What follows belongs to an exercise in optimizing a design on an open flow for small area; a production flow would make more cautious choices. The RTL was checked by simulation tests, not by an equivalence proof against the original design.

## flow/design.v (module list and top-level ports; edited modules follow where they fit)
// module fp_mul_pipeline: 1422 lines
// module fa_cell: 4 lines
// module ha_cell: 4 lines
// module bsel_cell: 4 lines
// module xnor_cell: 3 lines
// module or_cell: 3 lines
module fp_mul_pipeline (
  input  logic        clk,
  input  logic        rst_n,
  input  logic        valid_data_in,
  input  logic [31:0] in1,
  input  logic [31:0] in2,
  input  logic [2:0]  rounding_mode,
  output logic [31:0] out,
  output logic        overflow,
  output logic        underflow,
  output logic        inexact,
  output logic        invalid_operation,
  output logic        valid_data_out
);
  // ...
==> flow/flow/run.sh <==
#!/bin/bash
# Standard layout, with plain buf_1 cells as the port buffers and no dummy clock loads.
export BUFFER_PORTS_ARGS="-buffer_cell sky130_fd_sc_hd__buf_1"
export CTS_ARGS="-sink_clustering_enable -repair_clock_nets -buf_list sky130_fd_sc_hd__clkbuf_8 -dont_use_dummy_load"
bash standard.sh > standard.log 2>&1
==> flow/standard.sh <==
#!/bin/bash
# synth_recipe.tcl (not shown) runs the flow's synth.tcl, then flattens the netlist and writes it again
# the make line also repeats each setting of config.mk as NAME=value (left out here)
make -C /OpenROAD-flow-scripts/flow DESIGN_CONFIG=/design/flow/config.mk WORK_HOME=/design/flow/orfs CLKGATE_MAP_FILE= SYNTH_SCRIPT=/design/flow/synth_recipe.tcl "${@:-finish}"
==> flow/config.mk <==
export PLATFORM = sky130hd
export DESIGN_NAME = fp_mul_pipeline
export DESIGN_NICKNAME = fp_mul_pipeline
export VERILOG_FILES = /design/flow/design.v
export SDC_FILE = /design/flow/constraint.sdc
export NUM_CORES = 4
export LEC_CHECK = 0
export CAP_MARGIN = 5
export CORE_MARGIN = 2
export CORE_UTILIZATION = 60
export CTS_BUF_LIST = sky130_fd_sc_hd__clkbuf_8
export PLACE_DENSITY = 0.72
export SLEW_MARGIN = 5
export SYNTH_HIERARCHICAL = 1
export SYNTH_MINIMUM_KEEP_SIZE = 0
==> flow/constraint.sdc <==
create_clock -name core_clock -period 8.0 [get_ports {clk}]
set_input_delay 1.6000 -clock core_clock [delete_from_list [all_inputs] [get_ports {clk}]]
set_output_delay 1.6000 -clock core_clock [all_outputs]
set_load 0.01 [all_outputs]
==> impl_metrics.yaml, run 1 <==
layout:
  inverters_excl_clock: 63
  antennaDiodeCount: 0
  multiInputGateArea_um2: 14600
  dominant_cells: "multi-input gates"
  seq_share: 0.152
  register_area_um2: 2950
  bufAreaShareNonClock: 0.0480
  fillers: 2426
logic_synthesis:
  synth-xor-area-share: 0.184
  ys_seq_area_frac: 0.165
  synthMuxAreaShare: 0.00870
  synth_flop_cell: "dfxtp_1"
  synth.most_common_cell: "xnor2_1"
  yosys_warnings: 7
timing:
  worst_pin_slew_ns: 1.12
  timing.final.ws_setup_ns: 0.635
  fin_setup_tns_ns: 0
drt:
  met1_length_um: 22600
  antenna_left: 0
setup_path:
  timing.rr.start: "m2r[3]"
  cp-end-kind: "register"
  worstSetupPathType: "register to register"
  path_cells: "buf_4 > nor2_1 > a21oi_1 > buf_4 > o22ai_1 > xnor2_1 > fa_1 > fa_1 > fa_1 > fa_1 > fa_1 > ha_1 > nand4_1 > nor4_1 > o2111ai_1 > a31oi_1 > a221o_1 > a41oi_1 > a211o_1 > fa_1 > xnor2_1 > xnor2_1"
  critPathBufInv: 2
place:
  placed_area_um2: 19200
floorplanning:
  start_util: 0.605
global_routing:
  grt_pass1_vias: 15500
  use_met2: 0.531
status:
  status: "complete, no violations"
clocking:
  clkSinkCount: 137
==> inputs of run 2 (changes only) <==
--- a/flow/design.v
+++ b/flow/design.v
@@ -1354,60 +1354,76 @@
   fa_cell u_c2055 (.a(fc1913), .b(fs1915), .c(hs1788), .s(fs2053), .co(fc2054));
   fa_cell u_c2058 (.a(fc1916), .b(fs1918), .c(na20), .s(fs2056), .co(fc2057));
   ha_cell u_c2061 (.a(fc1919), .b(fs1921), .s(fs2059), .co(fc2060));
   fa_cell u_c2064 (.a(fc1922), .b(fs1924), .c(na22), .s(fs2062), .co(fc2063));
   ha_cell u_c2067 (.a(fc1925), .b(hs1927), .s(fs2065), .co(fc2066));
   xnor_cell u_c2070 (.a(hc1928), .b(1'b0), .y(hs2068));
   or_cell u_c2071 (.a(hc1928), .b(1'b0), .y(hc2069));
   logic        v2;
-  logic [25:0] pr2;       
+  logic [25:0] prn2;      
   logic        sl2;       
   logic [7:0]  es2;
   logic        sg2, sp2;
   logic [1:0]  rt2;
   always_ff @(posedge clk or negedge rst_n) begin
     if (!rst_n) v2 <= 1'b0;
     else        v2 <= v1;
   end
   always_ff @(posedge clk) begin
-    pr2 <= prod[47:22];
+    prn2 <= ~prod[47:22];
     sl2 <= |prod[21:0];
     es2 <= es1;
     sg2 <= sg1;
     sp2 <= sp1;
     rt2 <= rt1;
   end
-  wire        p47  = pr2[25];
-  wire [22:0] mant = p47 ? pr2[24:2] : pr2[23:1];
-  wire        g    = p47 ? pr2[1] : pr2[0];
-  wire        s    = sl2 | (p47 & pr2[0]);
+  wire        p47 = ~prn2[25];
+  wire [22:0] mant;
+  wire        g;
+  genvar gi;
+  for (gi = 0; gi < 23; gi = gi + 1) begin : g_norm
+    mux2i_cell u_mx (.a(prn2[gi + 1]), .b(prn2[gi + 2]), .s(p47), .y(mant[gi]));
+  end
+  mux2i_cell u_mxg (.a(prn2[0]), .b(prn2[1]), .s(p47), .y(g));
+  wire        s = sl2 | (p47 & ~prn2[0]);
   logic       inc;
   always_comb begin
     case (rt2)
       2'd0:    inc = g & (s | mant[0]);
       2'd1:    inc = 1'b0;
       2'd2:    inc = g | s;
       default: inc = g;
     endcase
   end
-  wire [23:0] mr = {1'b0, mant} + {23'd0, inc};
-  wire [8:0]  eo = {1'b0, es2} + {7'd0, p47 & mr[23], p47 ^ mr[23]};    
+  wire [22:0] mr;
+  wire [23:0] rc;
+  assign rc[0] = inc;
+  for (gi = 0; gi < 23; gi = gi + 1) begin : g_inc
+    ha_cell u_ha (.a(mant[gi]), .b(rc[gi]), .s(mr[gi]), .co(rc[gi + 1]));
+  end
+  wire        cx = inc & (&mant);             
+  wire [8:0]  eo = {1'b0, es2} + {7'd0, p47 & cx, p47 ^ cx};    
   wire        nsp  = ~sp2;
   wire        tiny = nsp & (es2 == 8'd0) & ~p47;
   wire        huge = nsp & (eo[8] | (&eo[7:0]));
   wire        ufa  = tiny | (sp2 & es2[3]);
   wire        ofa  = huge | (sp2 & es2[4]);
   wire        nrm  = nsp & ~tiny & ~huge;
   wire        snan = sp2 & es2[0];
   wire        sinf = sp2 & es2[1];
   wire        ovmax = ofa & (rt2 == 2'd1);
   wire        ovinf = ofa & (rt2 != 2'd1);
+  wire        keep  = nrm | snan;
   wire [7:0]  exp_o  = nrm ? eo[7:0] : ((snan | sinf | ovinf) ? 8'hFF : (ovmax ? 8'hFE : 8'h00));
-  wire [22:0] mant_o = ((nrm | snan) ? mr[22:0] : {23{ovmax}}) | {snan, 22'd0};
+  wire [22:0] mant_o;
+  for (gi = 0; gi < 22; gi = gi + 1) begin : g_out
+    a21o_cell u_ao (.a(keep), .b(mr[gi]), .c(ovmax), .y(mant_o[gi]));
+  end
+  a21o_cell u_ao22 (.a(keep), .b(mr[22]), .c(ovmax | snan), .y(mant_o[22]));
   always_ff @(posedge clk or negedge rst_n) begin
     if (!rst_n) begin
       out               <= 32'd0;
       overflow          <= 1'b0;
       underflow         <= 1'b0;
       inexact           <= 1'b0;
       invalid_operation <= 1'b0;
       valid_data_out    <= 1'b0;
@@ -1431,11 +1447,17 @@
 endmodule
 module bsel_cell (input logic none, input logic ntwo, input logic na, input logic nb,
                   output logic y);
   assign y = ~((none | na) & (ntwo | nb));
 endmodule
 module xnor_cell (input logic a, input logic b, output logic y);
   assign y = ~(a ^ b);
 endmodule
+module mux2i_cell (input logic a, input logic b, input logic s, output logic y);
+  assign y = ~(s ? b : a);
+endmodule
+module a21o_cell (input logic a, input logic b, input logic c, output logic y);
+  assign y = (a & b) | c;
+endmodule
 module or_cell (input logic a, input logic b, output logic y);
   assign y = a | b;
 endmodule
==> run 2 against run 1 <==
  * Critical path depth down 2
  * Highest routed layer unchanged
  * First-iteration DRC count fell by 4.1%
  * Die area down 2.1%
  * Via count shrank 3.8%
  * Still clean on timing, DRC and antenna
  * Synthesized cell count is 5.9% lower
  * Flip-flop and latch count unchanged
  * Clock skew is 0.016 ns higher
==> impl_metrics.yaml, run 2 <==
status:
  status: "complete, no violations"
floorplanning:
  start_util: 0.609
  die_h_um: 174
  core_area_um2: 28600
  num_rows: 62
  dieArea_um2: 30400
  fp.dieW_um: 174
  ioPinCount: 107
timing:
  setup_viol_count_final: 0
  max_freq_mhz: 133
  timing.final.ws_setup_ns: 0.466
  slew_headroom: 0.160
  fin_crit_ns: 7.53
  finClkSkew_ns: 0.0499
  grt_setup_unrepaired: "no"
  finalHoldViolations: 0
  fin_setup_tns_ns: 0
  period_share: 0.942
  drv_slew: 0
  worst_pin_slew_ns: 1.26
setup_path:
  critical_path_peak_fanout: 15
  reg2reg_depth: 20
  cp-end-kind: "register"
  path_cells: "nor3_1 > a21oi_1 > buf_4 > o22ai_1 > xnor2_1 > fa_1 > fa_1 > fa_1 > fa_1 > fa_1 > ha_1 > nand4_1 > inv_1 > nand2_1 > or4_4 > o21ai_2 > nand4_1 > a21oi_1 > a31o_2 > fa_1"
  max_stage_delay_ns: 0.97
  crit_slowest_cell: "a21oi_1"
  cp_common_cell: "fa_1"
  worstSetupPathType: "register to register"
  cp-start-kind: "register"
  required_ns: 8.30
  crit_arrival_ns: 7.83
drt:
  vias_per_cell: 6.55
  drc: 0
  antenna_left: 0
  drtIter0Drc: 1962
  drt_wl_total_um: 51600
  dr_total_vias: 14600
  drtPass1Iterations: 6
  wl_per_cell_um: 23.1
logic_synthesis:
  ys_seq_area_frac: 0.168
  synth_common_cells: "xnor2_1 (326), fa_1 (277), o22ai_1 (268), ha_1 (99), dfxtp_1 (98)"
  yosys.area.top_type: "fa_1"
  syn-instance-count: 1660
  yosys_register_bits: 137
  yosys_warnings: 7
  synth-async-reset-ratio: 0.285
  netlist.area_leader.share: 0.318
  synth_area_per_cell_um2: 10.5
  synth_edf_count: 0
  synth_cell_types: 60
  synth_area_um2: 17400
  synth.most_common_cell: "xnor2_1"
  synthTopCellsByArea: "fa_1 (32%), xnor2_1 (16%), dfxtp_1 (11%)"
  synth_flop_cell: "dfxtp_1"
global_routing:
  grt_pass1_wl_um: 81800
  grt_antenna_before_repair: 0
  grt_max_degree: 40
  track_usage: 0.347
  grt_overflow: 0
  grt_pass1_vias: 15000
clocking:
  cts_tree: "yes"
  post_cts_resized: 0
  cts.clk_slew.worst_paths_ns: 0.09
  post-cts-setup-buffers: 0
  clockBufferDepth: 2
  hold_buffers: 0
  htree_num_levels: 4
  clkSinkCount: 137
  numCtsBuffers: 17
  clock_latency_ns: 0.46
  cts_root_buf: "clkbuf_8"
layout:
  fillers: 2310
  areaGrowthSynthToFinish_pct: 9.84
  top_register: "out"
  largest_reg_flops: 32
  fin_nets: 2295
  antennaDiodeCount: 0
  drive_gt1_frac: 0.0726
  final_cell_mix: "xnor2_1 (318), fa_1 (277), o22ai_1 (268), buf_1 (105), ha_1 (99)"
  layout_commonest_cell: "xnor2_1"
  largest_registers: "out x32, prn2 x26"
place:
  place_hpwl_um: 39700
  gp_congestion: 0.976
  io_buffers: 106
  preCtsSetupSlack_ns: 0.670
worst_hold_path:
  worstHoldPathCells: 0
  hp-class: "register to register"
run:
  drv_cap: 0
## run 2: per-stage QoR
stage / utilization / std cells / instance area [µm²] / hold slack (ns)
after detailed placement: 0.661 / 2214 / 18900 / 0.312
final: 0.669 / 2231 / 19200 / 0.310
after CTS: 0.669 / 2231 / 19200 / 0.307
after global routing: 0.669 / 2231 / 19200 / 0.303
after global placement: 0.661 / 2214 / 18900 / 0.312
after floorplan: - / 1664 / 17500 / 0.310
## run 2: logic make-up after synthesis
group,count (synthesis),share of synthesized area
buf+inv,76,0.0166
xor+xnor,344,0.173
mux,25,0.0144
compound gates,424,0.155
simple gates,277,0.0832
fa+ha+maj,376,0.389
flops,137,0.168
other cells,1,0.000215
## run 2: Yosys stat by module, one instance, submodules excluded
module | area [µm²] | times used | flip-flops and latches
a21o_cell | 7.51 | 23 | 0
bsel_cell | 6.26 | 264 | 0
fa_cell | 20.0 | 252 | 0
fp_mul_pipeline | 7260 | 1 | 137
ha_cell | 12.5 | 34 | 0
mux2i_cell | 10.0 | 24 | 0
or_cell | 6.26 | 34 | 0
xnor_cell | 8.76 | 277 | 0
## run 2: area by class of cell
class | count | area [µm²] | area share
Clock buffer | 17 | 234 | 0.0122
Inverter | 57 | 214 | 0.0112
Multi-Input combinational cell | 1451 | 14300 | 0.746
Sequential cell | 137 | 2950 | 0.154
Tap cell | 384 | 480 | 0.0251
Timing Repair Buffer | 185 | 992 | 0.0518
## run 2: layer usage
metal,GRT usage,part of all wire
met1,0.490,0.41
met2,0.522,0.43
met3,0.0877,0.12
met4,0.119,0.035
met5,0,0
## run 2: worst max-delay path, delay by kind of cell (launching register included)
kind            cells  cell delay (ns)
simple gates        5             1.05
buf+inv             2             0.42
fa+ha+maj           7             3.15
flops               1             0.64
compound gates      5             1.89
xor+xnor            1             0.20
## run 2: final timing paths
| path | from | end | slack (ns) |
|---|---|---|---|
| setup / recovery | m2r[13] | prn2[24] | 0.47 |
| hold / removal | es1[1] | es2[1] | 0.31 |
| setup reg to reg | m2r[13] | prn2[24] | 0.47 |
| hold reg to reg | es1[1] | es2[1] | 0.31 |
| max in group asynchronous | rst_n | out[1] | 6.10 |
| min in group asynchronous | rst_n | out[9] | 1.29 |

==> what the ideal ports hide <==
The flow's constraints put no driver on any port. The routed layouts listed below were extracted and timed again, unchanged, in two steps.
Step 1 sets driving cells, clkbuf_16 on the clock port and buf_2 on the other inputs (assumed; they add their load-dependent delay and slew).
Step 2 also shifts input and output timing later by t, the mid clock arrival at the registers, as if the neighbouring blocks saw the same clock.
Three values: no drivers, after step 1, after step 2; two values: the first two.
run | t (ns) | setup WS [ns] | worst setup path after step 2 | clock arrival spread, ns
run 1 | 0.472 | 0.635 / 0.635 / 0.635 | register to register | 0.034 / 0.034
run 2 | 0.476 | 0.466 / 0.466 / 0.466 | register to register | 0.050 / 0.050
After both steps setup and hold are still met in every run listed.
